From an optimization exercise on the open Yosys and OpenROAD flow, aimed at small area, a short achievable clock period and few clock cycles; shortcuts taken in it are not production practice.
The RTL was checked by simulation tests, not by an equivalence proof against the original design.
Power figures rest on the tool's default switching activity, not on a simulated workload.

<file path="flow/config.mk">
export PLATFORM = sky130hd
export DESIGN_NAME = mpls_proc
export DESIGN_NICKNAME = mpls_proc
export VERILOG_FILES = /design/flow/design.v
export SDC_FILE = /design/flow/constraint.sdc
export NUM_CORES = 4
export LEC_CHECK = 0
export CAP_MARGIN = 20
export CORE_MARGIN = 2
export CORE_UTILIZATION = 55
export CTS_CLUSTER_DIAMETER = 100
export CTS_CLUSTER_SIZE = 25
export PLACE_DENSITY = 0.7
export SETUP_SLACK_MARGIN = 2.85
export SLEW_MARGIN = 20
</file>
<file path="flow/constraint.sdc">
create_clock -name core_clock -period 5.0 [get_ports {clk}]
set_input_delay 1.0000 -clock core_clock [delete_from_list [all_inputs] [get_ports {clk}]]
set_output_delay 1.0000 -clock core_clock [all_outputs]
set_load 0.01 [all_outputs]
</file>
<file path="flow/design.v">
`default_nettype none
`default_nettype wire
`default_nettype none
package mpls_pkg;
   typedef struct packed {
      logic [8-1:0] ctrl;
      logic [64-1:0] data;
   } pkt_word_t;
   typedef struct packed {
      logic       unicast;    
      logic [7:0] dst_port;   
   } route_t;
   typedef struct packed {
      logic [3:0]  cmd;
      logic [19:0] swap_label;
      logic [2:0]  out_port;
   } mpls_cmd_t;
   function automatic mpls_cmd_t decode_cmd(input logic [72-1:0] word);
      decode_cmd = {word[71:68], word[49:30], word[60:58]};   
   endfunction
endpackage
`default_nettype wire
`timescale 1ns/1ps
`default_nettype none
module mpls_proc (
   input  logic                   clk,
   input  logic                   reset,
   input  logic [8+64-1:0]  in_word,     
   input  logic                   in_wr,
   output logic                   in_rdy,
   output logic [8+64-1:0]  out_word,    
   output logic                   out_wr,
   input  logic                   out_rdy,
   input  logic [48-1:0]      bram_dst_mac,
   input  logic [72-1:0] mplsword,
   input  logic                   unicast_out,
   input  logic [7:0]             ttl_stat_out
);
   localparam int DEPTH = 29;           
   logic [63:0]    q [0:DEPTH];         
   logic [DEPTH:0] oh;                  
   logic           hv;                  
   logic           owr;
   logic           frd;                 
   logic           ld_o;                
   logic           hold_o;              
   logic           rdy_q;
   logic           end_in;              
   logic [7:0]     endc;
   logic [63:0]    out_d;
   logic [7:0]     out_c;
   logic [7:0]     in_ctrl;
   logic           in_end;
   logic           fempty;
   logic           hfree;
   logic           fwr;
   logic           hv_n;
   logic           owr_n;
   logic [DEPTH:0] oh_n;
   logic           last_rd;
   logic           head_end;
   assign in_ctrl  = in_word[71:64];
   assign in_end   = (in_ctrl != 8'h00) && (in_ctrl != 8'hff);
   assign fempty   = oh[0];
   assign hfree    = !hv || owr;
   assign fwr      = in_wr && !(hfree && fempty);
   assign hv_n     = hfree ? (!fempty || in_wr) : 1'b1;
   assign owr_n    = out_rdy && hv_n;
   assign last_rd  = end_in && oh[1];
   assign head_end = fempty ? in_end : last_rd;
   always_comb begin
      oh_n = oh;
      if (fwr && !frd) oh_n = {oh[DEPTH-1:0], 1'b0};
      if (!fwr && frd) oh_n = {1'b0, oh[DEPTH:1]};
   end
   assign q[DEPTH] = '0;
   for (genvar i = 0; i < DEPTH; i++) begin : g_q
      logic ld, sh, hd;
      assign ld = frd ? oh[i+1] : oh[i];
      assign sh = frd && !ld;
      assign hd = !frd && !ld;
      always_ff @(posedge clk) begin
         q[i] <= ({64{sh}} & q[i+1]) | ({64{ld}} & ~in_word[63:0]) | ({64{hd}} & q[i]);
      end
   end
   always_ff @(posedge clk) begin
      if (reset) begin
         oh      <= (DEPTH+1)'(1);
         hv      <= 1'b0;
         owr     <= 1'b0;
         frd     <= 1'b0;
         ld_o    <= 1'b1;
         hold_o  <= 1'b0;
         rdy_q   <= 1'b1;
         end_in  <= 1'b0;
      end else begin
         oh     <= oh_n;
         hv     <= hv_n;
         owr    <= owr_n;
         frd    <= (!hv_n || owr_n) && !oh_n[0];
         ld_o   <= !hv_n || owr_n;
         hold_o <= hv_n && !owr_n;
         rdy_q  <= !(hv_n && oh_n[DEPTH]);
         if (fwr && in_end) end_in <= 1'b1;
         else if (frd && last_rd) end_in <= 1'b0;
      end
   end
   always_ff @(posedge clk) begin
      if (fwr && in_end) endc <= in_ctrl;
   end
   logic [3:0]  ridx;                   
   logic        past3;                  
   logic        uni_q;                  
   logic        mpls_q;                 
   logic        cpu;
   logic        swp;
   logic        mpls_now;
   logic [63:0] src;
   logic [63:0] ed;
   logic [7:0]  src_dec;                
   logic [7:0]  ttl_dec;                
   assign src      = fempty ? in_word[63:0] : ~q[0];    
   assign cpu      = !unicast_out || (ttl_stat_out <= 8'd1);
   assign swp      = (mplsword[71:68] == 4'd1);
   assign mpls_now = fempty ? (in_word[31:16] == 16'h8847) : (q[0][31:16] == ~16'h8847);
   assign src_dec  = 8'h01 << src[18:16];
   assign ttl_dec  = fempty ? in_word[55:48] - 8'd1 : ~q[0][55:48] - 8'd1;
   always_comb begin
      ed = src;
      if (ridx[0]) begin
         if (cpu) ed[55:48] = {src_dec[6:0], src_dec[7]};    
         else     ed[55:48] = 8'h01 << mplsword[60:58];
      end
      if (uni_q && ridx[1]) begin
         ed[63:16] = bram_dst_mac;
      end
      if (uni_q && ridx[2] && mpls_now && swp) begin
         ed[15:0] = mplsword[49:34];
      end
      if (uni_q && ridx[3] && !past3 && mpls_q) begin
         if (swp) ed[63:60] = mplsword[33:30];
         ed[55:48] = ttl_dec;
      end
   end
   always_ff @(posedge clk) begin
      if (reset) begin
         ridx  <= 4'b0001;
         past3 <= 1'b0;
      end else if (hfree && hv_n) begin
         if (head_end) begin
            ridx  <= 4'b0001;
            past3 <= 1'b0;
         end else if (ridx[3]) begin
            past3 <= 1'b1;
         end else begin
            ridx  <= {ridx[2:0], 1'b0};
         end
      end
   end
   always_ff @(posedge clk) begin
      if (hfree && hv_n && ridx[0]) uni_q  <= !cpu;
      if (hfree && hv_n && ridx[2]) mpls_q <= mpls_now;
   end
   logic [7:0] nxt_c;
   assign nxt_c = fempty ? in_ctrl : (ridx[0] ? 8'hff : (last_rd ? endc : 8'h00));
   always_ff @(posedge clk) begin
      out_d <= ({64{ld_o}} & ed) | ({64{hold_o}} & out_d);
      out_c <= ({8{ld_o}} & nxt_c) | ({8{hold_o}} & out_c);
   end
   assign out_word = {out_c, out_d};
   assign out_wr   = owr;
   assign in_rdy   = rdy_q;
endmodule
`default_nettype wire
</file>
<file path="flow/flow/run.sh">
#!/bin/bash
# The standard layout, with the ports buffered by plain buffers (sky130_fd_sc_hd__buf_2)
# instead of the delay cells buffer_ports picks by itself; the timing repair can then size
# them like any other buffer.
set -euo pipefail
export BUFFER_PORTS_ARGS="-buffer_cell sky130_fd_sc_hd__buf_2"
bash standard.sh > standard.log 2>&1
</file>
<file path="flow/standard.sh">
#!/bin/bash
# synth_recipe.tcl (not shown) runs the flow's synth.tcl, then flattens the netlist and writes it again
# the make line also repeats each setting of config.mk as NAME=value (left out here)
make -C /OpenROAD-flow-scripts/flow DESIGN_CONFIG=/design/flow/config.mk WORK_HOME=/design/flow/orfs CLKGATE_MAP_FILE= SYNTH_SCRIPT=/design/flow/synth_recipe.tcl "${@:-finish}"
</file>
==> out/qor.yml, run 1 <==
power_and_ir_drop:
  sw_frac_of_total_pct: 30.7
  p_int_w: 0.0331
  p_leak_nw: 28.4
  p_per_area_nw_per_um2: 630
  switchingPower_w: 0.0147
  ir_drop_mv: 0.317
  pwr-share-comb_pct: 24.4
  power.share.clock_pct: 17.0
  seq_power_share_pct: 58.6
  total_power_w: 0.0479
timing:
  fmax_ghz: 0.459
  hold_viol_final: 0
  tns_ns: 0
  maxSlewHeadroom_pct: 47.0
  period_minus_slack_ns: 2.18
  period_share_pct: 43.6
  worstMarginPinSlew_ns: 0.794
  clock-skew-final_ns: 0.0258
  maxSlewViolCount: 0
  rsz0062_at_grt: "true"
  setup_viol: 0
synthesis:
  synthTopCellsByCount: "dfxtp_1, o21ai_0, a22oi_1"
  syn_area_per_cell_sq_um: 9.50
  synth-edff-count: 10
  yosysTopAreaCellShare_pct: 55.8
  yosysTopAreaCell: "dfxtp_1"
  synth_top_flop_cell: "dfxtp_1"
  synth_cell_types: 73
  synth-seq-cells: 1980
  syn-cell-area_sq_um: 70600
  yosys_warnings: 2
  async_flop_share_pct: 0
  yosys-top-cells-area: "dfxtp_1, a22oi_1, o21ai_0, clkbuf_1, nand2_1"
  synth_nets: 7642
  yosysMostFrequentCell: "dfxtp_1"
  seq_area_frac_synth_pct: 56.3
  synthCells: 7434
critical_path:
  cp.required_ns: 4.00
  reg2reg_from: "oh[0]"
  r2r_end: "out_d[54]"
  rr_worst_depth: 9
  cp_max_fo: 2
  critPathKind: "register to primary output"
  end_kind: "primary output"
  start_kind: "register"
  r2r_slack_ns: 2.89
  critical_path_buf_inv_count: 1
  cp_slowest_cell: "dfxtp_4"
  critical_path.max_stage_delay_ns: 0.37
  arrival_ns: 1.18
  crit_chain: "buf_6"
  cp_top_family: "flip-flops"
status:
  status: "no timing/DRC/antenna violations"
global_route:
  grt_max_degree: 74
  antenna_found_initial: 16
  track_usage_pct: 24.9
  grt_overflow: 0
  grt_pass1_vias: 51652
  grt_pass1_wl_mm: 278
final_layout:
  nFillCells: 10505
  drive_above_1_share_pct: 9.90
  syn_to_final_growth_pct: 7.49
  nets: 7263
  final_cells: 8737
die:
  rows: 131
  ios: 279
  coreArea_sq_um: 128000
  die_y_microns: 362
  die_x_microns: 362
  start_util_pct: 55.4
  dieArea_sq_um: 131000
drt:
  wirelength_mm: 172
  first_iter_violations: 4378
  drt_first_pass_iters: 6
  drc_errors: 0
  viasPerCell: 6.29
  vias: 54924
  wl_per_cell_microns: 19.7
  ant_nets: 0
clocking:
  clock-sinks: 1980
  htreeDepth: 3
  cts_tree: "done"
  cts_buffers: 89
  holdBufCountCts: 0
  clock-root-buffer: "clkbuf_16"
  clk-insertion-delay-late_ns: 0.70
  cts.clk_slew.worst_paths_ns: 0.09
  clk_path_buf_depth: 3
worst_hold_path:
  holdPathStages: 2
  min_from: "q[28][25]"
  holdPathEnd: "q[28][25]"
  hp-class: "register to register"
placement:
  port_buffers: 232
  gp_congestion: 0.819
  dp_cells: 8540
  dp_hpwl_mm: 110
flow_run:
  max_cap_viol_count: 0
==> per-stage QoR <==
step / area, sq um / hold slack (ns) / util (%) / setup slack, ns
5_1_grt: 75900 / 0.485 / 59.5 / 2.78
2_1_floorplan: 70700 / 0.426 / - / 2.52
6_report: 75900 / 0.461 / 59.5 / 2.82
4_1_cts: 75400 / 0.464 / 59.2 / 2.77
3_5_place_dp: 71600 / 0.434 / 56.2 / 1.45
3_3_place_gp: 71600 / 0.434 / 56.2 / 1.42
==> per-layer routing <==
metal	part of all wire, %	wire length, microns	track usage (%)	vias to the layer above
met1	45	76800	31.7	26469
met2	49	84800	44.8	1283
met5	0.0064	11	0	-
met3	4.3	7330	2.48	205
met4	1.9	3330	6.52	2
li1	-	-	-	26965
==> power groups by stage <==
stage | clock network (W) | registers [W] | logic (W)
after floorplan | 0 | 0.0269 | 0.00930
after global placement | 0 | 0.0279 | 0.0103
after detailed placement | 0 | 0.0283 | 0.0111
after CTS | 0.00830 | 0.0279 | 0.0116
after global routing | 0.00886 | 0.0288 | 0.0136
final | 0.00814 | 0.0280 | 0.0117
==> layout make-up <==
class                           instances  area, sq um  area share [%]
Timing Repair Buffer                  379         3210            4.23
Clock buffer                           97         2350            3.10
Inverter                               29          124           0.163
Clock inverter                          3         37.5          0.0494
Tap cell                             1662         2080            2.74
Antenna cell                           11         27.5          0.0363
Sequential cell                      1980        39800            52.5
Multi-Input combinational cell       4576        28200            37.2
==> kinds of logic after synthesis <==
family / Yosys count / synth area share (%)
AOI/OAI and AO/OA: 3944 / 34.6
DFF: 1980 / 56.3
buffers and inverters: 904 / 4.99
and+or+nand+nor: 572 / 3.64
muxes: 26 / 0.370
xor gates and xnor gates: 5 / 0.0620
adders and majority gates: 3 / 0.0531
==> how the worst max path moves through the flow <==
stage | start | to | depth (start not counted) | slack [ns]
final | out_d[32] | out_word[32] | 1 | 2.82
after global placement | in_word[21] | out_d[14] | 6 | 1.42
after global routing | out_d[32] | out_word[32] | 1 | 2.78
after floorplan | in_word[49] | out_d[54] | 8 | 2.52
after CTS | out_d[32] | out_word[32] | 1 | 2.77
after detailed placement | in_word[21] | out_d[8] | 6 | 1.45
==> state kept, by name, indices dropped and copies added (netlist names) <==
register,flops
hv,1
out_c,8
ld_o,1
q,1856
endc,8
end_in,1
oh,30
owr,1
frd,1
rdy_q,1
past3,1
out_d,64
ridx,4
hold_o,1
mpls_q,1
uni_q,1
==> cell usage in the layout (no fill, tap or decap), drive strengths merged, types with 4 or more instances in the layout <==
master	count
and2	8
nand3	9
dfxtp	1970
a211oi	10
edfxtp	10
a21oi	130
nand2b	11
mux2i	26
nand4	5
o211ai	8
or2	51
inv	32
o31ai	5
clkbuf	103
o21ai	1976
nor3	9
buf	371
a22oi	1734
a22o	53
nand2	283
nor2	160
o32a	4
nand3b	31
diode	11
==> what timing repair did <==
item                       4_1_cts  5_1_grt
pin swaps                       18       14
resized for setup              246       69
setup endpoints to repair     2014     1296
buffers inserted                39       17
gates cloned                    25        5
Testbench counts, summed over its fixed seeds: cycles 27,614.
==> run 2, diff against run 1 <==
--- a/flow/config.mk
+++ b/flow/config.mk
@@ -7,9 +7,9 @@
 export LEC_CHECK = 0
 export CAP_MARGIN = 20
 export CORE_MARGIN = 2
-export CORE_UTILIZATION = 55
+export CORE_UTILIZATION = 80
 export CTS_CLUSTER_DIAMETER = 100
 export CTS_CLUSTER_SIZE = 25
-export PLACE_DENSITY = 0.7
+export PLACE_DENSITY = 0.88
 export SETUP_SLACK_MARGIN = 2.85
 export SLEW_MARGIN = 20
==> run 2 against run 1 <==
Net effect:
- still clean
- critical path depth is 6 higher
- sequential share of layout area is 0.31 points higher
- synthesized cell count stayed put
- register-to-register slack worse by 0.09 ns
- first-iteration DRC count is 73% higher
- clock skew is 0.0032 ns higher
- via count is 7.3% higher
- sequential power hardly changed
- area after synthesis stayed put
- combinational power is 5% higher
- worst hold slack worse by 0.0016 ns
- critical endpoint is now out_d[5]
- largest power group unchanged
==> out/qor.yml, run 2 <==
final_layout:
  final_cell_mix: "o21ai_0, dfxtp_1, a22oi_1, nand2_1, buf_2"
  design_area_sq_um: 75500  # -0.59%
  layout_commonest_cell: "o21ai_0"
  largest-register: "q"
  nets: 7298  # +0.48%
  nFillCells: 4634  # -56%
  drive_above_1_share_pct: 10.4  # +0.48 points
  largest_reg_flops: 1856  # unchanged
  regArea_sq_um: 39800  # about the same
  multi_input_area_sq_um: 28500  # +0.82%
  syn_to_final_growth_pct: 6.85
  fin_util_pct: 86.6  # +27 points
  largest_registers: "q (1856), out_d (64), oh (30)"
timing:
  clock-skew-final_ns: 0.0289  # +0.00316 ns
  rsz0062_at_grt: "true"
  fmax_ghz: 0.439  # -4.3%
  fin_ws_ns: 2.72  # -0.0969 ns
  worstMarginPinSlew_ns: 1.01  # +0.218 ns
  tns_ns: 0  # unchanged
  setup_viol: 0  # unchanged
  maxSlewHeadroom_pct: 31.2  # -16 points
  hold_viol_final: 0  # unchanged
  period_share_pct: 45.6  # +1.9 points
  period_minus_slack_ns: 2.28  # +0.0969 ns
  maxSlewViolCount: 0  # unchanged
clocking:
  cts_buffers: 89  # unchanged
  clk-insertion-delay-late_ns: 0.70  # about the same
  cts.clk_slew.worst_paths_ns: 0.10  # about the same
  cts_tree: "done"
  clk_path_buf_depth: 3  # unchanged
  clock-sinks: 1980  # unchanged
  clock-root-buffer: "clkbuf_16"
  htreeDepth: 3  # unchanged
drt:
  first_iter_violations: 7561  # +73%
  wirelength_mm: 188  # +9.3%
  drc_errors: 0  # unchanged
  wl_per_cell_microns: 22.8  # +15%
  ant_nets: 0  # unchanged
  vias: 58926  # +7.3%
  viasPerCell: 7.12  # +13%
  drt_first_pass_iters: 7  # +1
die:
  die_x_microns: 301  # -17%
  ios: 279  # unchanged
  coreArea_sq_um: 87200  # -32%
  dieArea_sq_um: 90700  # -31%
  start_util_pct: 81.0  # +26 points
  die_y_microns: 301  # -17%
  rows: 108  # -18%
placement:
  port_buffers: 232  # unchanged
  gp_congestion: 0.869  # +6.1%
  pre_cts_ws_ns: 1.58  # +0.133 ns
  dpl_cell_area_sq_um: 71000  # -0.94%
  dp_hpwl_mm: 108  # -1.3%
global_route:
  grt_max_degree: 94  # +27%
  grt_pass1_vias: 54451  # +5.4%
  grt_overflow: 0  # unchanged
  grt_pass1_wl_mm: 283  # +1.9%
  track_usage_pct: 37.3  # +12 points
  antenna_found_initial: 24  # +8
power_and_ir_drop:
  p_leak_nw: 28.4  # +0.11%
  p_per_area_nw_per_um2: 645  # +2.3%
  ir_drop_mv: 0.471  # +49%
critical_path:
  r2r_slack_ns: 2.80  # -0.09 ns
  cp.required_ns: 5.58  # +1.58 ns
  rr_worst_depth: 8  # -1
  critPathKind: "input pin to register"
  arrival_ns: 2.86  # +1.68 ns
  end_kind: "register"
  r2r_end: "out_d[5]"
  cp_max_fo: 6  # +4
  start_kind: "input pin"
  reg2reg_from: "oh[0]"
synthesis:
  synthXorXnorAreaFrac_pct: 0.0620  # unchanged
  async_flop_share_pct: 0  # unchanged
  synth-simple-area-share_pct: 3.64  # unchanged
  yosysMostFrequentCell: "dfxtp_1"
  synthCells: 7434  # unchanged
  yosysTopAreaCell: "dfxtp_1"
  synthTopCellsByCount: "dfxtp_1, o21ai_0, a22oi_1"
  seq_area_frac_synth_pct: 56.3  # unchanged
  synth_top_family_by_area: "compound AO/OA/AOI/OAI gates"
  synth_mux_area_share_pct: 0.370  # unchanged
  synth_cell_types: 73  # unchanged
  yosys-top-cells-area: "dfxtp_1, a22oi_1, o21ai_0, clkbuf_1, nand2_1"
  synth_fa_ha_area_share_pct: 0.0531  # unchanged
  syn-cell-area_sq_um: 70600  # unchanged
  synth_nets: 7642  # unchanged
  syn_area_per_cell_sq_um: 9.50  # unchanged
  yosys_warnings: 2  # unchanged
  synth_top_flop_cell: "dfxtp_1"
  synth-seq-cells: 1980  # unchanged
  synth_compound_area_share_pct: 34.6  # unchanged
  yosysTopAreaCellShare_pct: 55.8  # unchanged
  synth-edff-count: 10  # unchanged
status:
  status: "no timing/DRC/antenna violations"
worst_hold_path:
  hp-class: "register to register"
  min_from: "q[28][8]"
  holdPathStages: 2  # unchanged
  holdPathEnd: "q[28][8]"
flow_run:
  max_cap_viol_count: 0  # unchanged
==> run 2: worst max-delay path, stage by stage <==
cell     delay, ns
buf_2         0.11
nor4b_4       0.39
nand2_1       0.32
o32a_4        0.50
buf_12        0.17
mux2i_1       0.13
a22o_1        0.21
==> run 2: per-layer routing <==
metal	vias up	part of all wire [%]	global-route usage, %
li1	27040	-	-
met1	28344	38	45.3
met2	2990	50	66.4
met3	548	6.7	4.18
met4	4	5.1	17.3
met5	-	0.014	0
==> run 2: kinds of logic after synthesis <==
logic type,count (synthesis)
flip-flops,1980
buffers and inverters,904
XOR/XNOR,5
multiplexers,26
adder cells (fa/ha/maj),3
AO/OA/AOI/OAI,3944
AND/OR/NAND/NOR,572
==> run 2: worst max path at each step <==
stage / slack, ns / start / end
6_report: 2.72 / mplsword[70] / out_d[5]
5_1_grt: 2.73 / in_word[23] / out_d[14]
4_1_cts: 2.81 / oh[0] / out_d[54]
3_5_place_dp: 1.58 / in_word[25] / out_d[14]
3_3_place_gp: 1.68 / in_word[25] / out_d[15]
2_1_floorplan: 2.52 / in_word[49] / out_d[54]
==> run 2: power breakdown <==
group / leakage, nW / switching (W) / internal, W
Sequential: 16.7 / 0.00459 / 0.0237
Clock: 1.16 / 0.00475 / 0.00328
Combinational: 10.6 / 0.00625 / 0.00610
Total: 28.4 / 0.0156 / 0.0331
==> run 2: area by class of cell <==
class	instances	area share, %
clock inverter	7	0.121
inverter	29	0.164
timing repair buffer	386	4.18
sequential	1980	52.8
tap	1155	1.91
timing repair inverter	1	0.0116
multi-input combinational	4603	37.7
clock buffer	95	3.01
antenna	22	0.0729
==> run 2: through the flow <==
| step | power [W] | hold slack (ns) | instances |
|---|---|---|---|
| floorplan | 0.0362 | 0.426 | 7434 |
| global placement | 0.0380 | 0.432 | 8029 |
| detailed placement | 0.0395 | 0.442 | 8029 |
| CTS | 0.0478 | 0.463 | 8198 |
| global route | 0.0515 | 0.484 | 8277 |
| finish | 0.0487 | 0.459 | 8278 |
==> run 2: repair_timing <==
action	CTS	global route
resized for setup	226	99
setup endpoints to repair	2028	1079
pin swaps	27	26
hold buffers	0	0
buffers inserted	37	33
gates cloned	30	25
==> run 3, diff against run 2 <==
--- a/flow/config.mk
+++ b/flow/config.mk
@@ -7,9 +7,9 @@
 export LEC_CHECK = 0
 export CAP_MARGIN = 20
 export CORE_MARGIN = 2
-export CORE_UTILIZATION = 80
+export CORE_UTILIZATION = 70
 export CTS_CLUSTER_DIAMETER = 100
 export CTS_CLUSTER_SIZE = 25
-export PLACE_DENSITY = 0.88
+export PLACE_DENSITY = 0.8
 export SETUP_SLACK_MARGIN = 2.85
 export SLEW_MARGIN = 20
==> run 3 against run 2 <==
Net effect:
- sequential share of layout area up 0.054 points
- cell area down 0.10%
- fmax grew 4.8%
- wire length is 8.5% lower
- register-to-register slack better by 0.05 ns
- total power shrank 1.4%
- largest cell class unchanged
==> out/qor.yml, run 3 <==
global_route:
  grt_pass1_wl_mm: 275  # -3.0%
  antenna_found_initial: 16  # -33%
  grt_overflow: 0  # unchanged
  track_usage_pct: 31.5  # -5.8 points
  grt_pass1_vias: 51848  # -4.8%
  grt_max_degree: 89  # -5.3%
critical_path:
  crit_chain: "buf_6"
  endpoint: "out_word[70]"
  path_depth: 1  # -6
  critPathKind: "register to primary output"
  reg2reg_from: "frd"
  end_kind: "primary output"
  startpoint: "out_c[6]"
  cp_max_fo: 2  # -4
  r2r_end: "q[6][4]"
  cp_top_family: "flip-flops"
  cp_slowest_cell: "dfxtp_2"
  critical_path.max_stage_delay_ns: 0.37  # -0.13 ns
  cp.required_ns: 4.00  # -1.58 ns
  arrival_ns: 1.17  # -1.69 ns
  rr_worst_depth: 6  # -2
  critical_path_buf_inv_count: 1  # -1
  r2r_slack_ns: 2.85  # +0.05 ns
  start_kind: "register"
final_layout:
  layout_commonest_cell: "o21ai_0"
  largest_registers: "q (1856), out_d (64), oh (30)"
  drive_above_1_share_pct: 10.1  # -0.32 points
  final_cell_mix: "o21ai_0, dfxtp_1, a22oi_1, nand2_1, buf_2"
  nFillCells: 6911  # +49%
  design_area_sq_um: 75400  # -0.10%
  largest-register: "q"
  largest_reg_flops: 1856  # unchanged
  syn_to_final_growth_pct: 6.74
  nets: 7275  # -0.32%
drt:
  first_iter_violations: 5309  # -30%
  drt_first_pass_iters: 6  # -1
  vias: 56044  # -4.9%
  viasPerCell: 6.68  # -6.1%
  drc_errors: 0  # unchanged
  wl_per_cell_microns: 20.6  # -9.7%
  wirelength_mm: 172  # -8.5%
  ant_nets: 0  # unchanged
placement:
  pre_cts_ws_ns: 1.81  # +0.227 ns
  port_buffers: 232  # unchanged
  dp_hpwl_mm: 108  # -0.49%
  gp_congestion: 0.866  # -0.31%
  dpl_cell_area_sq_um: 71200  # +0.31%
synthesis:
  yosysTopAreaCell: "dfxtp_1"
  synth_nets: 7642  # unchanged
  synth_cell_types: 73  # unchanged
  syn_area_per_cell_sq_um: 9.50  # unchanged
  seq_area_frac_synth_pct: 56.3  # unchanged
  synth-edff-count: 10  # unchanged
  yosysMostFrequentCell: "dfxtp_1"
  synth-seq-cells: 1980  # unchanged
  async_flop_share_pct: 0  # unchanged
  synthCells: 7434  # unchanged
  synth_top_flop_cell: "dfxtp_1"
  syn-cell-area_sq_um: 70600  # unchanged
  synthTopCellsByCount: "dfxtp_1, o21ai_0, a22oi_1"
  yosys_warnings: 2  # unchanged
  yosysTopAreaCellShare_pct: 55.8  # unchanged
  yosys-top-cells-area: "dfxtp_1, a22oi_1, o21ai_0, clkbuf_1, nand2_1"
timing:
  worstMarginPinSlew_ns: 0.950  # -0.0628 ns
  period_minus_slack_ns: 2.17  # -0.105 ns
  hold_viol_final: 0  # unchanged
  maxSlewViolCount: 0  # unchanged
  maxSlewHeadroom_pct: 35.4  # +4.3 points
  tns_ns: 0  # unchanged
  period_share_pct: 43.4  # -2.1 points
  clock-skew-final_ns: 0.0202  # -0.00878 ns
  rsz0062_at_grt: "true"
  setup_viol: 0  # unchanged
  fin_ws_ns: 2.83  # +0.105 ns
  fmax_ghz: 0.460  # +4.8%
power_and_ir_drop:
  p_leak_nw: 28.4  # -0.11%
  p_per_area_nw_per_um2: 636  # -1.3%
  ir_drop_mv: 0.322  # -32%
die:
  die_x_microns: 322  # +6.8%
  start_util_pct: 70.6  # -10 points
  die_y_microns: 322  # +6.8%
  ios: 279  # unchanged
  rows: 116  # +7.4%
  coreArea_sq_um: 100000  # +15%
  dieArea_sq_um: 103000  # +14%
clocking:
  htreeDepth: 3  # unchanged
  clock-sinks: 1980  # unchanged
  clock-root-buffer: "clkbuf_16"
  cts_tree: "done"
  cts.clk_slew.worst_paths_ns: 0.10  # about the same
  clk-insertion-delay-late_ns: 0.70  # about the same
  cts_buffers: 89  # unchanged
  clk_path_buf_depth: 3  # unchanged
flow_run:
  max_cap_viol_count: 0  # unchanged
worst_hold_path:
  hp-class: "register to register"
status:
  status: "no timing/DRC/antenna violations"
run 3: area by class of cell:
cell class	instances	area, sq um	share of cell area (%)
antenna	16	40.0	0.0531
clock buffer	96	2340	3.10
clock inverter	3	37.5	0.0498
inverter	29	143	0.189
multi-input combinational	4583	28300	37.5
sequential	1980	39800	52.8
tap	1298	1620	2.15
timing repair buffer	384	3080	4.09
run 3: cell families (layout without fill, tap and decap cells):
logic type,count (synthesis),count (layout),synth area share (%)
AOI/OAI and AO/OA,3944,3944,34.6
DFF,1980,1980,56.3
buffers and inverters,904,512,4.99
and+or+nand+nor,572,604,3.64
muxes,26,27,0.370
xor gates and xnor gates,5,5,0.0620
adders and majority gates,3,3,0.0531
other,0,16,0
run 3: timing repair:
item                                    in CTS  in global routing
endpoints found under the setup margin    2003               1091
hold buffers                                 0                  0
pin swaps                                   29                 15
resized for setup                          238                 50
cloned                                      25                 10
setup buffers                               42                 19
run 3: power by group:
part	internal [W]	leakage [nW]	switching [W]
combinational	0.00607	10.5	0.00577
clock	0.00335	1.17	0.00471
sequential	0.0237	16.7	0.00438
total	0.0331	28.4	0.0149
run 3: routing by layer:
metal,routed length (microns),track usage [%],part of all wire (%),vias up
met5,0,0,0,-
met4,5110,11.2,3.0,0
met3,8680,3.25,5.0,278
met2,85000,55.3,49,1768
met1,73700,40.4,43,27031
li1,-,-,-,26967
run 3: worst min-delay path by stage:
stage | from | to | slack (ns) | depth (start not counted)
2_1_floorplan | q[28][0] | q[28][0] | 0.43 | 2
5_1_grt | out_d[62] | out_d[62] | 0.48 | 2
3_3_place_gp | out_d[63] | out_d[63] | 0.43 | 2
4_1_cts | q[28][14] | q[28][14] | 0.46 | 2
3_5_place_dp | out_d[61] | out_d[61] | 0.44 | 2
6_report | q[28][14] | q[28][14] | 0.46 | 2
run 3: metrics by stage:
stage / instances / util (%) / power, W / hold WS [ns]
after floorplan: 7434 / - / 0.0362 / 0.426
after global placement: 8178 / 71.2 / 0.0381 / 0.433
after detailed placement: 8178 / 71.2 / 0.0394 / 0.436
after CTS: 8344 / 75.0 / 0.0478 / 0.463
after global routing: 8388 / 75.4 / 0.0513 / 0.475
final: 8389 / 75.4 / 0.0480 / 0.457
==> run 4, diff against run 3 <==
--- a/flow/config.mk
+++ b/flow/config.mk
@@ -11,5 +11,5 @@
 export CTS_CLUSTER_DIAMETER = 100
 export CTS_CLUSTER_SIZE = 25
 export PLACE_DENSITY = 0.8
-export SETUP_SLACK_MARGIN = 2.85
+export SETUP_SLACK_MARGIN = 2.95
 export SLEW_MARGIN = 20
==> run 4 against run 3 <==
Net effect:
- cell area is essentially flat
- flip-flop and latch count is the same
- first-iteration DRC count is 5.7% lower
- utilization barely moved
- critical path depth unchanged
- critical endpoint is now out_word[68]
- clock power hardly changed
- still clean on timing, DRC and antenna
- global-route usage decreased by 0.25 points
==> out/qor.yml, run 4 <==
clocking:
  cts_buffers: 89  # unchanged
  htreeDepth: 3  # unchanged
  cts_tree: "done"
  cts.clk_slew.worst_paths_ns: 0.10  # about the same
  clk_path_buf_depth: 3  # unchanged
  clk-insertion-delay-late_ns: 0.70  # about the same
  holdBufCountCts: 0  # unchanged
  clock-sinks: 1980  # unchanged
  clock-root-buffer: "clkbuf_16"
timing:
  fmax_ghz: 0.456  # -1.0%
  maxSlewViolCount: 0  # unchanged
  fin_ws_ns: 2.81  # -0.0222 ns
  period_minus_slack_ns: 2.19  # +0.0222 ns
  tns_ns: 0  # unchanged
  rsz0062_at_grt: "true"
  clock-skew-final_ns: 0.0227  # +0.00256 ns
  setup_viol: 0  # unchanged
  worstMarginPinSlew_ns: 0.831  # -0.119 ns
  maxSlewHeadroom_pct: 44.6  # +9.2 points
  period_share_pct: 43.9  # +0.44 points
  hold_viol_final: 0  # unchanged
synthesis:
  synth_nets: 7642  # unchanged
  syn-cell-area_sq_um: 70600  # unchanged
  yosys_warnings: 2  # unchanged
  yosys-top-cells-area: "dfxtp_1, a22oi_1, o21ai_0, clkbuf_1, nand2_1"
  yosysMostFrequentCell: "dfxtp_1"
  synth-seq-cells: 1980  # unchanged
  synthCells: 7434  # unchanged
  seq_area_frac_synth_pct: 56.3  # unchanged
  synth_top_flop_cell: "dfxtp_1"
  yosysTopAreaCellShare_pct: 55.8  # unchanged
  synth-edff-count: 10  # unchanged
  synth_cell_types: 73  # unchanged
  yosysTopAreaCell: "dfxtp_1"
  syn_area_per_cell_sq_um: 9.50  # unchanged
  synthTopCellsByCount: "dfxtp_1, o21ai_0, a22oi_1"
  async_flop_share_pct: 0  # unchanged
drt:
  vias: 55937  # -0.19%
  wirelength_mm: 171  # -0.57%
  drt_first_pass_iters: 9  # +3
  first_iter_violations: 5006  # -5.7%
  drc_errors: 0  # unchanged
  wl_met3_mm: 8.72  # +0.50%
  met2_length_mm: 84.2  # -1.0%
  m1WireLength_mm: 73.0  # -0.87%
  top_layer_used: "met5"
  wl_per_cell_microns: 20.5  # -0.48%
  viasPerCell: 6.67  # about the same
  ant_nets: 0  # unchanged
final_layout:
  final_cell_mix: "o21ai_0, dfxtp_1, a22oi_1, nand2_1, buf_2"
  nFillCells: 6985  # +1.1%
  nets: 7270  # -0.069%
  largest-register: "q"
  largest_reg_flops: 1856  # unchanged
  design_area_sq_um: 75400  # about the same
  layout_commonest_cell: "o21ai_0"
  largest_registers: "q (1856), out_d (64), oh (30)"
  drive_above_1_share_pct: 10.1  # +0.020 points
  syn_to_final_growth_pct: 6.79  # about the same
critical_path:
  arrival_ns: 1.19  # +0.02 ns
  end_kind: "primary output"
  cp_top_family: "flip-flops"
  critPathKind: "register to primary output"
  critical_path.max_stage_delay_ns: 0.38  # about the same
  critical_path_buf_inv_count: 1  # unchanged
  r2r_slack_ns: 2.81  # -0.04 ns
  cp_slowest_cell: "dfxtp_4"
  cp.required_ns: 4.00  # about the same
  cp_max_fo: 2  # unchanged
  crit_chain: "buf_6"
  start_kind: "register"
global_route:
  grt_overflow: 0  # unchanged
  grt_pass1_wl_mm: 274  # -0.24%
  track_usage_pct: 31.3  # -0.25 points
  antenna_found_initial: 16  # unchanged
  grt_pass1_vias: 51906  # +0.11%
  grt_max_degree: 89  # unchanged
placement:
  port_buffers: 232  # unchanged
  dp_hpwl_mm: 107  # -0.42%
  gp_congestion: 0.876  # +1.1%
  dpl_cell_area_sq_um: 71200  # about the same
  pre_cts_ws_ns: 1.44  # -0.369 ns
power_and_ir_drop:
  p_leak_nw: 28.3  # -0.17%
  total_power_w: 0.0480  # about the same
  p_per_area_nw_per_um2: 636  # -0.12%
  ir_drop_mv: 0.306  # -4.8%
die:
  ios: 279  # unchanged
  rows: 116  # unchanged
  die_y_microns: 322  # unchanged
  die_x_microns: 322  # unchanged
  dieArea_sq_um: 103000  # unchanged
  coreArea_sq_um: 100000  # unchanged
  start_util_pct: 70.6  # unchanged
worst_hold_path:
  hp-class: "register to register"
flow_run:
  max_cap_viol_count: 0  # unchanged
status:
  status: "no timing/DRC/antenna violations"
## run 4: cell counts after synthesis
Identical to the previous run, type by type.
## run 4: path summary, 6_finish.rpt
path,startpoint,end,depth (start not counted)
max,out_c[4],out_word[68],1
min,q[28][45],q[28][45],2
max reg2reg,oh[0],out_d[54],8
min reg2reg,q[28][45],q[28][45],2
## run 4: through the flow
step / instances / util (%) / hold slack, ns
final: 8381 / 75.4 / 0.460
after global placement: 8174 / 71.2 / 0.433
after detailed placement: 8174 / 71.2 / 0.438
after global routing: 8381 / 75.4 / 0.480
after floorplan: 7434 / - / 0.426
after CTS: 8335 / 74.9 / 0.464
## run 4: metal layers
metal | global-route usage [%] | up-vias
met5 | 0 | -
met3 | 3.16 | 312
li1 | - | 26959
met4 | 11.4 | 4
met2 | 55.0 | 1812
met1 | 39.9 | 26850
## run 4: cell families (layout without fill, tap and decap cells)
logic type | Yosys count | count (layout) | share of synthesized area (%)
buffers and inverters | 904 | 507 | 4.99
xor gates and xnor gates | 5 | 5 | 0.0620
AOI/OAI and AO/OA | 3944 | 3945 | 34.6
muxes | 26 | 27 | 0.370
other | 0 | 12 | 0
DFF | 1980 | 1980 | 56.3
adders and majority gates | 3 | 3 | 0.0531
and+or+nand+nor | 572 | 604 | 3.64
## run 4: cell type report
class | instances | area, sq um | share of cell area (%)
diodes | 12 | 30.0 | 0.0398
clock buffers | 97 | 2320 | 3.08
clock inverters | 3 | 45.0 | 0.0597
inverters | 29 | 134 | 0.177
multi-input cells | 4584 | 28400 | 37.6
flip-flops and latches | 1980 | 39800 | 52.8
well taps | 1298 | 1620 | 2.15
repair buffers | 377 | 3040 | 4.03
repair inverters | 1 | 8.76 | 0.0116
## run 4: power breakdown
group          internal (W)  switching, W  total (W)  leakage (nW)
Clock               0.00333       0.00472    0.00805          1.16
Sequential           0.0237       0.00438     0.0281          16.7
Combinational       0.00606       0.00576     0.0118          10.5
Total                0.0331        0.0149     0.0480          28.3
## run 4: what timing repair did
| action | 4_1_cts | 5_1_grt |
|---|---|---|
| resized for setup | 250 | 67 |
| setup endpoints to repair | 2018 | 1197 |
| setup buffers | 36 | 23 |
| cloned | 25 | 11 |
| pin swaps | 23 | 19 |
==> run 5, diff against run 4 <==
--- a/flow/config.mk
+++ b/flow/config.mk
@@ -9,7 +9,7 @@
 export CORE_MARGIN = 2
 export CORE_UTILIZATION = 70
 export CTS_CLUSTER_DIAMETER = 100
-export CTS_CLUSTER_SIZE = 25
+export CTS_CLUSTER_SIZE = 30
 export PLACE_DENSITY = 0.8
 export SETUP_SLACK_MARGIN = 2.95
 export SLEW_MARGIN = 20
==> run 5 against run 4 <==
Net effect:
- utilization decreased by 0.32 points
- flip-flop and latch count stayed put
- cell area shrank 0.42%
- via count fell by 0.16%
- clock power down 6.7%
- register-to-register slack about the same
- fmax decreased by 0.16%
- sequential share of layout area grew 0.23 points
- die area unchanged
- synthesized cell count stayed put
- critical endpoint is now out_d[54]
- largest cell class unchanged
- largest power group unchanged
==> out/qor.yml, run 5 <==
critical_path:
  r2r_end: "out_d[54]"
  critical_path.max_stage_delay_ns: 0.43  # +0.05 ns
  arrival_ns: 2.80  # +1.61 ns
  rr_worst_depth: 9  # +1
  crit_chain: "buf_6 > nand2b_1 > o21ai_4 > ha_4 > or4bb_1 > a22oi_2 > xor2_1 > o21ai_1 > a22oi_1"
  r2r_slack_ns: 2.80  # about the same
  cp_max_fo: 15  # +13
  start_kind: "register"
  cp.required_ns: 5.60  # +1.60 ns
  end_kind: "register"
  critPathKind: "register to register"
  reg2reg_from: "oh[0]"
  cp_slowest_cell: "dfxtp_4"
timing:
  tns_ns: 0  # unchanged
  hold_viol_final: 0  # unchanged
  maxSlewViolCount: 0  # unchanged
  period_share_pct: 44.0  # +0.070 points
  clock-skew-final_ns: 0.0234  # +0.000682 ns
  setup_viol: 0  # unchanged
  worstMarginPinSlew_ns: 0.865  # +0.0337 ns
  maxSlewHeadroom_pct: 42.3  # -2.2 points
  fmax_ghz: 0.455  # -0.16%
  rsz0062_at_grt: "true"
  fin_ws_ns: 2.80  # -0.00350 ns
  period_minus_slack_ns: 2.20  # +0.00350 ns
die:
  dieArea_sq_um: 103000  # unchanged
  die_y_microns: 322  # unchanged
  rows: 116  # unchanged
  coreArea_sq_um: 100000  # unchanged
  ios: 279  # unchanged
  start_util_pct: 70.6  # unchanged
  die_x_microns: 322  # unchanged
synthesis:
  synth-simple-area-share_pct: 3.64  # unchanged
  synth_fa_ha_area_share_pct: 0.0531  # unchanged
  synth-seq-cells: 1980  # unchanged
  yosys_warnings: 2  # unchanged
  syn-cell-area_sq_um: 70600  # unchanged
  synth_top_flop_cell: "dfxtp_1"
  synthTopCellsByCount: "dfxtp_1, o21ai_0, a22oi_1"
  synth_nets: 7642  # unchanged
  synth-edff-count: 10  # unchanged
  synthXorXnorAreaFrac_pct: 0.0620  # unchanged
  synth_mux_area_share_pct: 0.370  # unchanged
  synth_top_family_by_area: "compound AO/OA/AOI/OAI gates"
  yosysTopAreaCell: "dfxtp_1"
  synth_compound_area_share_pct: 34.6  # unchanged
  synth_cell_types: 73  # unchanged
  yosys-top-cells-area: "dfxtp_1, a22oi_1, o21ai_0, clkbuf_1, nand2_1"
  syn_area_per_cell_sq_um: 9.50  # unchanged
  synthCells: 7434  # unchanged
  seq_area_frac_synth_pct: 56.3  # unchanged
  async_flop_share_pct: 0  # unchanged
  yosysTopAreaCellShare_pct: 55.8  # unchanged
  yosysMostFrequentCell: "dfxtp_1"
final_layout:
  largest_registers: "q (1856), out_d (64), oh (30)"
  syn_to_final_growth_pct: 6.34
  nFillCells: 7023  # +0.54%
  layout_commonest_cell: "o21ai_0"
  design_area_sq_um: 75100  # -0.42%
  drive_above_1_share_pct: 9.92  # -0.16 points
  largest_reg_flops: 1856  # unchanged
  final_cell_mix: "o21ai_0, dfxtp_1, a22oi_1, nand2_1, buf_2"
  final_cells: 8369  # -0.14%
  largest-register: "q"
  nets: 7258  # -0.17%
worst_hold_path:
  hp-class: "register to register"
  holdPathEnd: "q[28][45]"
  min_from: "q[28][45]"
  holdPathStages: 2  # unchanged
global_route:
  antenna_found_initial: 18  # +2
  grt_max_degree: 89  # unchanged
  track_usage_pct: 31.0  # -0.21 points
  grt_pass1_vias: 51326  # -1.1%
  grt_pass1_wl_mm: 272  # -0.78%
  grt_overflow: 0  # unchanged
clocking:
  clk_path_buf_depth: 3  # unchanged
  cts_buffers: 76  # -15%
  cts.clk_slew.worst_paths_ns: 0.12  # +0.02 ns
  cts_tree: "done"
  clock-sinks: 1980  # unchanged
  holdBufCountCts: 0  # unchanged
  clk-insertion-delay-late_ns: 0.70  # about the same
  htreeDepth: 3  # unchanged
  clock-root-buffer: "clkbuf_16"
drt:
  ant_nets: 0  # unchanged
  first_iter_violations: 5083  # +1.5%
  drt_first_pass_iters: 6  # -3
  wirelength_mm: 171  # -0.44%
  drc_errors: 0  # unchanged
  vias: 55846  # -0.16%
  wl_per_cell_microns: 20.4  # -0.30%
  viasPerCell: 6.67  # about the same
power_and_ir_drop:
  p_per_area_nw_per_um2: 631  # -0.74%
  p_leak_nw: 28.2  # -0.51%
  total_power_w: 0.0474  # -1.2%
  ir_drop_mv: 0.295  # -3.5%
placement:
  port_buffers: 232  # unchanged
  pre_cts_ws_ns: 1.44  # unchanged
  dpl_cell_area_sq_um: 71200  # unchanged
  dp_cells: 8174  # unchanged
  dp_hpwl_mm: 107  # unchanged
  gp_congestion: 0.876  # unchanged
status:
  status: "no timing/DRC/antenna violations"
flow_run:
  max_cap_viol_count: 0  # unchanged
run 5: cell counts after synthesis:
Identical to the previous run, type by type.
run 5: what timing repair did:
item	in CTS	in global routing
pin swaps	22	18
setup buffers	34	27
endpoints found under the setup margin	2018	844
hold endpoints to repair	0	0
gates resized for setup	243	60
cloned	24	10
run 5: logic make-up (layout without fill, tap and decap cells):
kind of cell	count (synthesis)	count (layout)
compound gates	3944	3945
flops	1980	1980
buf+inv	904	496
simple gates	572	601
mux	26	27
xor+xnor	5	5
fa+ha+maj	3	3
other cells	0	14
run 5: worst max path at each step:
stage,endpoint,depth (start not counted),startpoint,slack (ns)
floorplan,out_d[54],8,in_word[49],2.52
CTS,out_d[54],8,oh[0],2.77
detailed placement,out_d[54],8,oh[0],1.44
global route,out_d[54],9,oh[0],2.75
global placement,out_d[14],6,in_word[29],1.49
finish,out_d[54],9,oh[0],2.80
run 5: power by group:
part	switching [W]	internal, W	total (W)
registers	0.00438	0.0237	0.0281
logic	0.00574	0.00607	0.0118
clock network	0.00463	0.00288	0.00751
total	0.0148	0.0326	0.0474
run 5: stage by stage:
step | utilization, % | hold WS, ns
2_1_floorplan | - | 0.426
3_3_place_gp | 71.2 | 0.433
3_5_place_dp | 71.2 | 0.438
4_1_cts | 74.5 | 0.466
5_1_grt | 75.1 | 0.484
6_report | 75.1 | 0.463
run 5: layout make-up:
| cell class | instances | area (sq um) | share of cell area [%] |
|---|---|---|---|
| repair buffers | 381 | 3090 | 4.12 |
| diodes | 14 | 35.0 | 0.0466 |
| inverters | 29 | 134 | 0.178 |
| flip-flops and latches | 1980 | 39800 | 53.1 |
| clock buffers | 81 | 1980 | 2.64 |
| clock inverters | 4 | 50.0 | 0.0666 |
| well taps | 1298 | 1620 | 2.16 |
| repair inverters | 1 | 8.76 | 0.0117 |
| multi-input cells | 4581 | 28300 | 37.7 |
run 5: layer usage:
metal | track usage [%] | vias to the layer above | part of all wire [%]
met5 | 0 | - | 0.013
met4 | 11.0 | 4 | 2.9
met3 | 3.35 | 281 | 5.0
met2 | 54.3 | 1684 | 49
met1 | 39.9 | 26966 | 43
li1 | - | 26911 | -
run 5: critical path: cells and delay by family (launching register included):
family	cells	cell delay, ns
and+or+nand+nor	2	0.59
AOI/OAI and AO/OA	4	0.55
DFF	1	0.43
xor gates and xnor gates	1	0.20
adders and majority gates	1	0.18
buffers and inverters	1	0.16
==> run 6, diff against run 5 <==
==> flow/flow/run.sh (replaced) <==
#!/bin/bash
# The standard layout, with the ports buffered by plain buffers (sky130_fd_sc_hd__buf_2)
# instead of the delay cells buffer_ports picks by itself, and the timing repair allowed
# to size a cell into any footprint.
set -euo pipefail
export BUFFER_PORTS_ARGS="-buffer_cell sky130_fd_sc_hd__buf_2"
bash standard.sh MATCH_CELL_FOOTPRINT=0 finish > standard.log 2>&1
--- a/flow/config.mk
+++ b/flow/config.mk
@@ -9,7 +9,7 @@
 export CORE_MARGIN = 2
 export CORE_UTILIZATION = 70
 export CTS_CLUSTER_DIAMETER = 100
-export CTS_CLUSTER_SIZE = 30
+export CTS_CLUSTER_SIZE = 25
 export PLACE_DENSITY = 0.8
-export SETUP_SLACK_MARGIN = 2.95
+export SETUP_SLACK_MARGIN = 2.85
 export SLEW_MARGIN = 20
==> run 6 against run 5 <==
Net effect:
- sequential share of layout area fell by 0.18 points
- first-iteration DRC count grew 11%
- critical path type is now register to primary output
- count of clock-buffer cells in the layout grew 15
- worst hold slack worse by 0.0031 ns
- die area unchanged
- clock power up 7.6%
- highest routed layer unchanged
- still clean on timing, DRC and antenna
- cell area up 0.33%
==> out/qor.yml, run 6 <==
global_route:
  grtUsageMet1_pct: 40.7  # +0.76 points
  grt_max_degree: 126  # +42%
  use_met2_pct: 55.9  # +1.6 points
  track_usage_pct: 31.6  # +0.55 points
  met3_usage_pct: 3.35  # unchanged
  grt_overflow: 0  # unchanged
  grt_pass1_vias: 52386  # +2.1%
  top_usage_layer: "met2"
  antenna_found_initial: 11  # -7
  grt_pass1_wl_mm: 277  # +1.8%
timing:
  maxSlewViolCount: 0  # unchanged
  hold_viol_final: 0  # unchanged
  fmax_ghz: 0.458  # +0.58%
  clock-skew-final_ns: 0.0209  # -0.00253 ns
  tns_ns: 0  # unchanged
  period_minus_slack_ns: 2.19  # -0.0127 ns
  maxSlewHeadroom_pct: 20.8  # -22 points
  rsz0062_at_grt: "true"
  worstMarginPinSlew_ns: 1.19  # +0.322 ns
  setup_viol: 0  # unchanged
  period_share_pct: 43.7  # -0.25 points
power_and_ir_drop:
  p_leak_nw: 28.3  # +0.37%
  ir_drop_mv: 0.336  # +14%
  p_per_area_nw_per_um2: 638  # +1.2%
critical_path:
  arrival_ns: 1.19  # -1.61 ns
  reg2reg_from: "oh[0]"
  cp.required_ns: 4.00  # -1.60 ns
  rr_worst_depth: 9  # unchanged
  endpoint: "out_word[2]"
  startpoint: "out_d[2]"
  critical_path.max_stage_delay_ns: 0.38  # -0.05 ns
  r2r_slack_ns: 2.82  # +0.02 ns
  r2r_end: "out_d[54]"
  start_kind: "register"
  critPathKind: "register to primary output"
  path_depth: 1  # -8
  cp_top_family: "flip-flops"
  cp_max_fo: 2  # -13
  critical_path_buf_inv_count: 1  # unchanged
  end_kind: "primary output"
  cp_slowest_cell: "dfxtp_2"
  crit_chain: "buf_6"
drt:
  ant_nets: 0  # unchanged
  drc_errors: 0  # unchanged
  vias: 56503  # +1.2%
  drt_first_pass_iters: 7  # +1
  viasPerCell: 6.75  # +1.2%
  wirelength_mm: 177  # +3.8%
  first_iter_violations: 5631  # +11%
  wl_per_cell_microns: 21.2  # +3.7%
clocking:
  cts_tree: "done"
  holdBufCountCts: 0  # unchanged
  clk_path_buf_depth: 3  # unchanged
  htreeDepth: 3  # unchanged
  clk-insertion-delay-late_ns: 0.70  # about the same
  clock-sinks: 1980  # unchanged
  cts_buffers: 89  # +17%
  clock-root-buffer: "clkbuf_16"
  cts.clk_slew.worst_paths_ns: 0.10  # -0.02 ns
flow_run:
  max_cap_viol_count: 0  # unchanged
placement:
  port_buffers: 232  # unchanged
  dp_cells: 8170  # -0.049%
  dp_hpwl_mm: 107  # -0.46%
  gp_congestion: 0.864  # -1.4%
synthesis:
  synth-edff-count: 10  # unchanged
  synth_top_flop_cell: "dfxtp_1"
  yosysTopAreaCellShare_pct: 55.8  # unchanged
  yosysTopAreaCell: "dfxtp_1"
  synth_cell_types: 73  # unchanged
  syn_area_per_cell_sq_um: 9.50  # unchanged
  synth_nets: 7642  # unchanged
  syn-cell-area_sq_um: 70600  # unchanged
  synthTopCellsByCount: "dfxtp_1, o21ai_0, a22oi_1"
  yosys_warnings: 2  # unchanged
  synth-seq-cells: 1980  # unchanged
  yosys-top-cells-area: "dfxtp_1, a22oi_1, o21ai_0, clkbuf_1, nand2_1"
  synthCells: 7434  # unchanged
  async_flop_share_pct: 0  # unchanged
  seq_area_frac_synth_pct: 56.3  # unchanged
  yosysMostFrequentCell: "dfxtp_1"
worst_hold_path:
  holdPathStages: 2  # unchanged
  min_from: "q[28][15]"
  hp-class: "register to register"
final_layout:
  nets: 7261  # +0.041%
  final_cells: 8370  # +0.012%
  layout_commonest_cell: "o21ai_0"
  largest_registers: "q (1856), out_d (64), oh (30)"
  largest_reg_flops: 1856  # unchanged
  nFillCells: 6935  # -1.3%
  drive_above_1_share_pct: 9.86  # -0.062 points
  final_cell_mix: "o21ai_0, dfxtp_1, a22oi_1, nand2_1, buf_2"
  largest-register: "q"
  syn_to_final_growth_pct: 6.68
die:
  die_y_microns: 322  # unchanged
  coreArea_sq_um: 100000  # unchanged
  start_util_pct: 70.6  # unchanged
  ios: 279  # unchanged
  rows: 116  # unchanged
  die_x_microns: 322  # unchanged
  dieArea_sq_um: 103000  # unchanged
status:
  status: "no timing/DRC/antenna violations"
[run 6: changes by cell type in the layout (fill, tap and decap cells not counted), moves of 3 or more]
cell | previous run | this run
clkbuf_4 | 1 | 6
buf_6 | 115 | 111
clkinv_8 | 3 | 0
buf_12 | 7 | 4
clkbuf_16 | 81 | 98
buf_4 | 100 | 85
buf_2 | 149 | 146
diode_2 | 14 | 11
or2_4 | 45 | 52
[run 6: repair_timing]
item / in CTS / in global routing
gates resized for setup: 238 / 75
cloned: 24 / 19
pin swaps: 14 / 23
setup endpoints to repair: 1964 / 1591
setup buffers: 30 / 17
[run 6: worst min-delay path by stage]
stage	end	slack, ns
floorplan	q[28][0]	0.43
global route	q[28][57]	0.48
global placement	q[28][23]	0.43
detailed placement	out_d[61]	0.44
finish	q[28][15]	0.46
CTS	q[28][58]	0.46
[run 6: area by class of cell]
class | count | area [sq um] | share of cell area [%]
Clock inverter | 3 | 37.5 | 0.0498
Antenna cell | 11 | 27.5 | 0.0365
Sequential cell | 1980 | 39800 | 52.9
Timing Repair Buffer | 365 | 3020 | 4.01
Clock buffer | 96 | 2340 | 3.10
Tap cell | 1298 | 1620 | 2.16
Multi-Input combinational cell | 4588 | 28300 | 37.6
Inverter | 29 | 126 | 0.168
[run 6: metrics by stage]
step / hold slack (ns) / worst slack (ns) / total power, W / utilization [%] / area, sq um
after floorplan: 0.426 / 2.54 / 0.0362 / - / 70700
after global placement: 0.434 / 1.41 / 0.0381 / 71.1 / 71100
after detailed placement: 0.441 / 1.45 / 0.0394 / 71.1 / 71100
after CTS: 0.464 / 2.70 / 0.0478 / 74.7 / 74700
after global routing: 0.482 / 2.76 / 0.0513 / 75.4 / 75400
final: 0.460 / 2.81 / 0.0481 / 75.4 / 75400
[run 6: per-layer routing]
layer | vias up | wire length (microns)
li1 | 26924 | -
met1 | 27294 | 74800
met2 | 1958 | 87200
met3 | 325 | 9620
met4 | 2 | 5470
met5 | - | 14
[run 6: logic make-up (layout without fill, tap and decap cells)]
| family | count (synthesis) | after routing | synth area share [%] |
|---|---|---|---|
| AOI/OAI and AO/OA | 3944 | 3945 | 34.6 |
| DFF | 1980 | 1980 | 56.3 |
| buffers and inverters | 904 | 493 | 4.99 |
| and+or+nand+nor | 572 | 609 | 3.64 |
| muxes | 26 | 26 | 0.370 |
| xor gates and xnor gates | 5 | 5 | 0.0620 |
| adders and majority gates | 3 | 3 | 0.0531 |
| other | 0 | 11 | 0 |
[run 6: power by group]
part / switching, W / internal, W / total [W]
Sequential: 0.00440 / 0.0237 / 0.0281
Clock: 0.00473 / 0.00335 / 0.00808
Combinational: 0.00586 / 0.00606 / 0.0119
==> run 7, diff against run 6 <==
==> flow/run.sh (new file) <==
#!/bin/bash
# synth_recipe.tcl (not shown) runs the flow's synth.tcl, then flattens the netlist and writes it again
# the make line also repeats each setting of config.mk as NAME=value (left out here)
make -C /OpenROAD-flow-scripts/flow DESIGN_CONFIG=/design/flow/config.mk WORK_HOME=/design/flow/orfs CLKGATE_MAP_FILE= SYNTH_SCRIPT=/design/flow/synth_recipe.tcl finish
removed: flow/flow/run.sh
removed: flow/standard.sh
==> run 7 against run 6 <==
Net effect:
- still clean on timing, DRC and antenna
- cell count up 0.96%
- sequential power barely moved
- highest routed layer unchanged
- combinational power about the same
==> out/qor.yml, run 7 <==
final_layout:
  nFillCells: 6750  # -2.7%
  nets: 7343  # +1.1%
  drive_above_1_share_pct: 9.45  # -0.41 points
  layout_commonest_cell: "o21ai_0"
  final_cells: 8450  # +0.96%
  largest-register: "q"
  largest_reg_flops: 1856  # unchanged
  largest_registers: "q (1856), out_d (64), oh (30)"
  syn_to_final_growth_pct: 9.54
  final_cell_mix: "o21ai_0, dfxtp_1, a22oi_1, nand2_1, a21oi_1"
critical_path:
  crit_chain: "nand4b_1 > nand2_1 > a221oi_1 > o311a_4 > a21oi_2"
  cp.required_ns: 5.59  # +1.59 ns
  critPathKind: "register to register"
  critical_path_buf_inv_count: 0  # -1
  cp_top_family: "simple AND/OR/NAND/NOR gates"
  arrival_ns: 2.81  # +1.62 ns
  cp_slowest_cell: "nand4b_1"
  end_kind: "register"
  r2r_slack_ns: 2.78  # -0.04 ns
  start_kind: "register"
  critical_path.max_stage_delay_ns: 0.55  # +0.17 ns
  cp_max_fo: 13  # +11
drt:
  drt_first_pass_iters: 8  # +1
  first_iter_violations: 6163  # +9.4%
  wl_per_cell_microns: 22.2  # +4.9%
  vias: 57771  # +2.2%
  wirelength_mm: 188  # +5.9%
  viasPerCell: 6.84  # +1.3%
  drc_errors: 0  # unchanged
  ant_nets: 0  # unchanged
clocking:
  clock-sinks: 1980  # unchanged
  clock-root-buffer: "clkbuf_16"
  cts_tree: "done"
  htreeDepth: 3  # unchanged
  cts.clk_slew.worst_paths_ns: 0.11  # about the same
  cts_buffers: 89  # unchanged
  holdBufCountCts: 0  # unchanged
  clk-insertion-delay-late_ns: 0.70  # about the same
  clk_path_buf_depth: 3  # unchanged
placement:
  gp_congestion: 0.860  # -0.45%
  port_buffers: 232  # unchanged
  dp_hpwl_mm: 108  # +0.60%
  dp_cells: 8198  # +0.34%
synthesis:
  synth_top_flop_cell: "dfxtp_1"
  async_flop_share_pct: 0  # unchanged
  synthTopCellsByCount: "dfxtp_1, o21ai_0, a22oi_1"
  yosysTopAreaCellShare_pct: 55.8  # unchanged
  synth-edff-count: 10  # unchanged
  yosys-top-cells-area: "dfxtp_1, a22oi_1, o21ai_0, clkbuf_1, nand2_1"
  yosys_warnings: 2  # unchanged
  synthCells: 7434  # unchanged
  synth_cell_types: 73  # unchanged
  seq_area_frac_synth_pct: 56.3  # unchanged
  yosysMostFrequentCell: "dfxtp_1"
  synth-seq-cells: 1980  # unchanged
  synth_nets: 7642  # unchanged
  syn_area_per_cell_sq_um: 9.50  # unchanged
  yosysTopAreaCell: "dfxtp_1"
  syn-cell-area_sq_um: 70600  # unchanged
power_and_ir_drop:
  p_per_area_nw_per_um2: 626  # -1.9%
  p_int_w: 0.0333  # +0.54%
  p_leak_nw: 29.2  # +3.1%
  ir_drop_mv: 0.399  # +19%
  power.share.clock_pct: 16.7  # about the same
  sw_frac_of_total_pct: 31.3  # +0.13 points
  switchingPower_w: 0.0152  # +1.1%
  seq_power_share_pct: 58.0  # -0.4 points
  pwr-share-comb_pct: 25.3  # +0.5 points
global_route:
  grt_pass1_wl_mm: 285  # +2.7%
  use_met2_pct: 56.3  # +0.45 points
  met3_usage_pct: 3.87  # +0.52 points
  grt_pass1_vias: 52480  # +0.18%
  top_usage_layer: "met2"
  grt_overflow: 0  # unchanged
  grt_max_degree: 89  # -29%
  track_usage_pct: 32.8  # +1.2 points
  antenna_found_initial: 12  # +1
  grtUsageMet1_pct: 43.7  # +3.0 points
worst_hold_path:
  hp-class: "register to register"
timing:
  period_minus_slack_ns: 2.22  # +0.0369 ns
  setup_viol: 0  # unchanged
  worstMarginPinSlew_ns: 1.08  # -0.104 ns
  hold_viol_final: 0  # unchanged
  rsz0062_at_grt: "true"
  clock-skew-final_ns: 0.0274  # +0.00651 ns
  maxSlewViolCount: 0  # unchanged
  maxSlewHeadroom_pct: 27.8  # +7.0 points
  fmax_ghz: 0.450  # -1.7%
  period_share_pct: 44.4  # +0.74 points
  tns_ns: 0  # unchanged
  hold_ws_ns: 0.462  # +0.00185 ns
die:
  dieArea_sq_um: 103000  # unchanged
  coreArea_sq_um: 100000  # unchanged
  ios: 279  # unchanged
  rows: 116  # unchanged
  die_y_microns: 322  # unchanged
  die_x_microns: 322  # unchanged
  start_util_pct: 70.6  # unchanged
status:
  status: "no timing/DRC/antenna violations"
flow_run:
  max_cap_viol_count: 0  # unchanged
## run 7: tightest hold or removal path, stage by stage, from the launching register on
cell and delay, ns:
dfxtp_1 0.34, nand2_1 0.04, o21ai_0 0.06
## run 7: through the flow
| step | utilization, % | total power (W) | setup slack, ns | area [sq um] |
|---|---|---|---|---|
| after floorplan | - | 0.0362 | 2.52 | 70700 |
| after global placement | 72.5 | 0.0384 | 1.54 | 72500 |
| after detailed placement | 72.5 | 0.0397 | 1.53 | 72500 |
| after CTS | 76.6 | 0.0480 | 2.71 | 76600 |
| after global routing | 77.4 | 0.0515 | 2.59 | 77400 |
| final | 77.4 | 0.0485 | 2.78 | 77400 |
## run 7: area by class of cell
cell class | instances | area, sq um | area share, %
tap | 1298 | 1620 | 2.10
clock buffer | 96 | 2340 | 3.02
antenna | 8 | 20.0 | 0.0259
clock inverter | 4 | 42.5 | 0.0550
timing repair buffer | 440 | 4870 | 6.30
sequential | 1980 | 39800 | 51.5
multi-input combinational | 4592 | 28500 | 36.8
timing repair inverter | 3 | 25.0 | 0.0323
inverter | 29 | 141 | 0.183
## run 7: path summary, 6_finish.rpt
| kind | start | end | cells past startpoint |
|---|---|---|---|
| hold / removal | q[28][5] | q[28][5] | 2 |
| setup / recovery | uni_q | out_d[55] | 5 |
| hold reg to reg | q[28][5] | q[28][5] | 2 |
| setup reg to reg | uni_q | out_d[55] | 5 |
## run 7: kinds of logic after synthesis
| group | count (synthesis) | synth area share, % |
|---|---|---|
| compound gates | 3944 | 34.6 |
| xor+xnor | 5 | 0.0620 |
| simple gates | 572 | 3.64 |
| buf+inv | 904 | 4.99 |
| flops | 1980 | 56.3 |
| mux | 26 | 0.370 |
| fa+ha+maj | 3 | 0.0531 |
## run 7: power groups by stage
| stage | Combinational (W) | Clock (W) | Sequential (W) |
|---|---|---|---|
| 6_report | 0.0122 | 0.00810 | 0.0281 |
| 5_1_grt | 0.0140 | 0.00873 | 0.0289 |
| 4_1_cts | 0.0119 | 0.00817 | 0.0279 |
| 3_5_place_dp | 0.0114 | 0 | 0.0283 |
| 3_3_place_gp | 0.0106 | 0 | 0.0278 |
| 2_1_floorplan | 0.00930 | 0 | 0.0269 |
## run 7: repair_timing
item / CTS / global route
setup buffers: 47 / 28
gates cloned: 35 / 33
gates resized for setup: 689 / 113
pin swaps: 39 / 39
setup endpoints to repair: 2000 / 1017
## run 7: per-layer routing
layer,wire (microns),vias up
li1,-,27098
met1,78500,27886
met2,90100,2395
met3,12400,386
met4,6590,6
met5,36,-
==> run 8, diff against run 7 <==
--- a/flow/config.mk
+++ b/flow/config.mk
@@ -7,9 +7,9 @@
 export LEC_CHECK = 0
 export CAP_MARGIN = 20
 export CORE_MARGIN = 2
-export CORE_UTILIZATION = 70
+export CORE_UTILIZATION = 55
 export CTS_CLUSTER_DIAMETER = 100
 export CTS_CLUSTER_SIZE = 25
-export PLACE_DENSITY = 0.8
+export PLACE_DENSITY = 0.7
 export SETUP_SLACK_MARGIN = 2.85
 export SLEW_MARGIN = 20
==> run 8 against run 7 <==
Net effect:
- still clean on timing, DRC and antenna
- count of clock-buffer cells in the layout unchanged
- first-iteration DRC count decreased by 21%
- cell area decreased by 0.18%
- sequential share of layout area increased by 0.096 points
- critical path type is now register to primary output
- largest power group unchanged
==> out/qor.yml, run 8 <==
status:
  status: "no timing/DRC/antenna violations"
final_layout:
  nets: 7302  # -0.56%
  largest_registers: "q (1856), out_d (64), oh (30)"
timing:
  tns_ns: 0  # unchanged
  period_minus_slack_ns: 2.19  # -0.0322 ns
  period_share_pct: 43.8  # -0.64 points
  hold_viol_final: 0  # unchanged
  fmax_ghz: 0.457  # +1.5%
  setup_viol: 0  # unchanged
  clock-skew-final_ns: 0.0294  # +0.00198 ns
  rsz0062_at_grt: "true"
  maxSlewHeadroom_pct: 26.1  # -1.6 points
  worstMarginPinSlew_ns: 1.11  # +0.0246 ns
placement:
  dp_hpwl_mm: 111  # +3.6%
  dp_cells: 8568  # +4.5%
  port_buffers: 232  # unchanged
  dpl_cell_area_sq_um: 73000  # +0.69%
critical_path:
  cp_slowest_cell: "dfxtp_2"
  arrival_ns: 1.19  # -1.62 ns
  r2r_slack_ns: 2.91  # +0.13 ns
  end_kind: "primary output"
drt:
  viasPerCell: 6.31  # -7.7%
  wirelength_mm: 178  # -4.9%
  drc_errors: 0  # unchanged
die:
  die_x_microns: 362  # +13%
  start_util_pct: 55.4  # -15 points
  die_y_microns: 362  # +13%
  dieArea_sq_um: 131000  # +27%
  rows: 131  # +13%
  ios: 279  # unchanged
global_route:
  grt_overflow: 0  # unchanged
  track_usage_pct: 25.7  # -7.2 points
  grt_pass1_vias: 51678  # -1.5%
power_and_ir_drop:
  p_leak_nw: 28.9  # -0.86%
  p_per_area_nw_per_um2: 622  # -0.72%
synthesis:
  yosysTopAreaCell: "dfxtp_1"
  yosys_warnings: 2  # unchanged
  seq_area_frac_synth_pct: 56.3  # unchanged
  syn-cell-area_sq_um: 70600  # unchanged
  yosysMostFrequentCell: "dfxtp_1"
  synthTopCellsByCount: "dfxtp_1, o21ai_0, a22oi_1"
  synth_nets: 7642  # unchanged
  synth-edff-count: 10  # unchanged
clocking:
  cts_buffers: 89  # unchanged
  clock-root-buffer: "clkbuf_16"
  clk-insertion-delay-late_ns: 0.71  # about the same
  clock-sinks: 1980  # unchanged
  clk_path_buf_depth: 3  # unchanged
flow_run:
  max_cap_viol_count: 0  # unchanged
run 8: final timing paths:
kind	from	cells past startpoint	endpoint
worst min-delay path	q[28][21]	2	q[28][21]
worst min register to register	q[28][21]	2	q[28][21]
worst max-delay path	out_d[53]	1	out_word[53]
worst max register to register	oh[0]	7	out_d[10]
run 8: per-stage QoR:
step,setup slack (ns),power [W],utilization [%]
5_1_grt,2.78,0.0514,60.6
3_5_place_dp,1.41,0.0397,57.2
4_1_cts,2.65,0.0480,60.2
3_3_place_gp,1.45,0.0385,57.2
6_report,2.81,0.0480,60.6
2_1_floorplan,2.52,0.0362,-
run 8: worst reg2reg max path: cells and delay by family, from the launching register on:
| family | cells | cell delay [ns] |
|---|---|---|
| and+or+nand+nor | 2 | 0.49 |
| AOI/OAI and AO/OA | 2 | 0.67 |
| muxes | 1 | 0.12 |
| buffers and inverters | 2 | 0.34 |
| DFF | 1 | 0.36 |
run 8: cell families (layout without fill, tap and decap cells):
group                    after synthesis  count (layout)  synth area share, %
AND/OR/NAND/NOR                      572             590                 3.64
XOR/XNOR                               5               5               0.0620
adder cells (fa/ha/maj)                3               3               0.0531
buffers and inverters                904             555                 4.99
other                                  0               5                    0
flip-flops                          1980            1980                 56.3
AO/OA/AOI/OAI                       3944            3944                 34.6
multiplexers                          26              26                0.370
run 8: routing by layer:
layer  vias to the layer above  share of wire, %  GRT usage, %  wire [microns]
met5                         -                 0             0               0
met4                         0               2.0          6.92            3490
met3                       191               5.0          3.01            8960
met2                      1375                48          44.6           85100
met1                     26808                45          33.8           80900
li1                      26993                 -             -               -
run 8: timing repair:
item | CTS | global route
pin swaps | 27 | 21
gates cloned | 29 | 5
resized for setup | 654 | 116
setup buffers | 37 | 26
setup endpoints to repair | 1967 | 953
run 8: power by group:
group	switching [W]	internal, W	total [W]
registers	0.00431	0.0237	0.0280
logic	0.00567	0.00615	0.0118
clock network	0.00480	0.00340	0.00820
run 8: final cells by class:
| type | instances | area [sq um] |
|---|---|---|
| fill | 10565 | 50300 |
| sequential | 1980 | 39800 |
| multi-input combinational | 4568 | 28300 |
| timing repair buffer | 426 | 4500 |
| clock buffer | 96 | 2340 |
| tap | 1662 | 2080 |
| inverter | 29 | 124 |
| clock inverter | 4 | 63.8 |
| antenna | 5 | 12.5 |

Check on run 8: ideal ports give 2.810 ns setup slack; a clkbuf_16 on the clock port and buf_2 on the inputs give 2.739 ns; moving port delays by the midpoint clock arrival (0.767 ns) as well gives 2.140 ns.
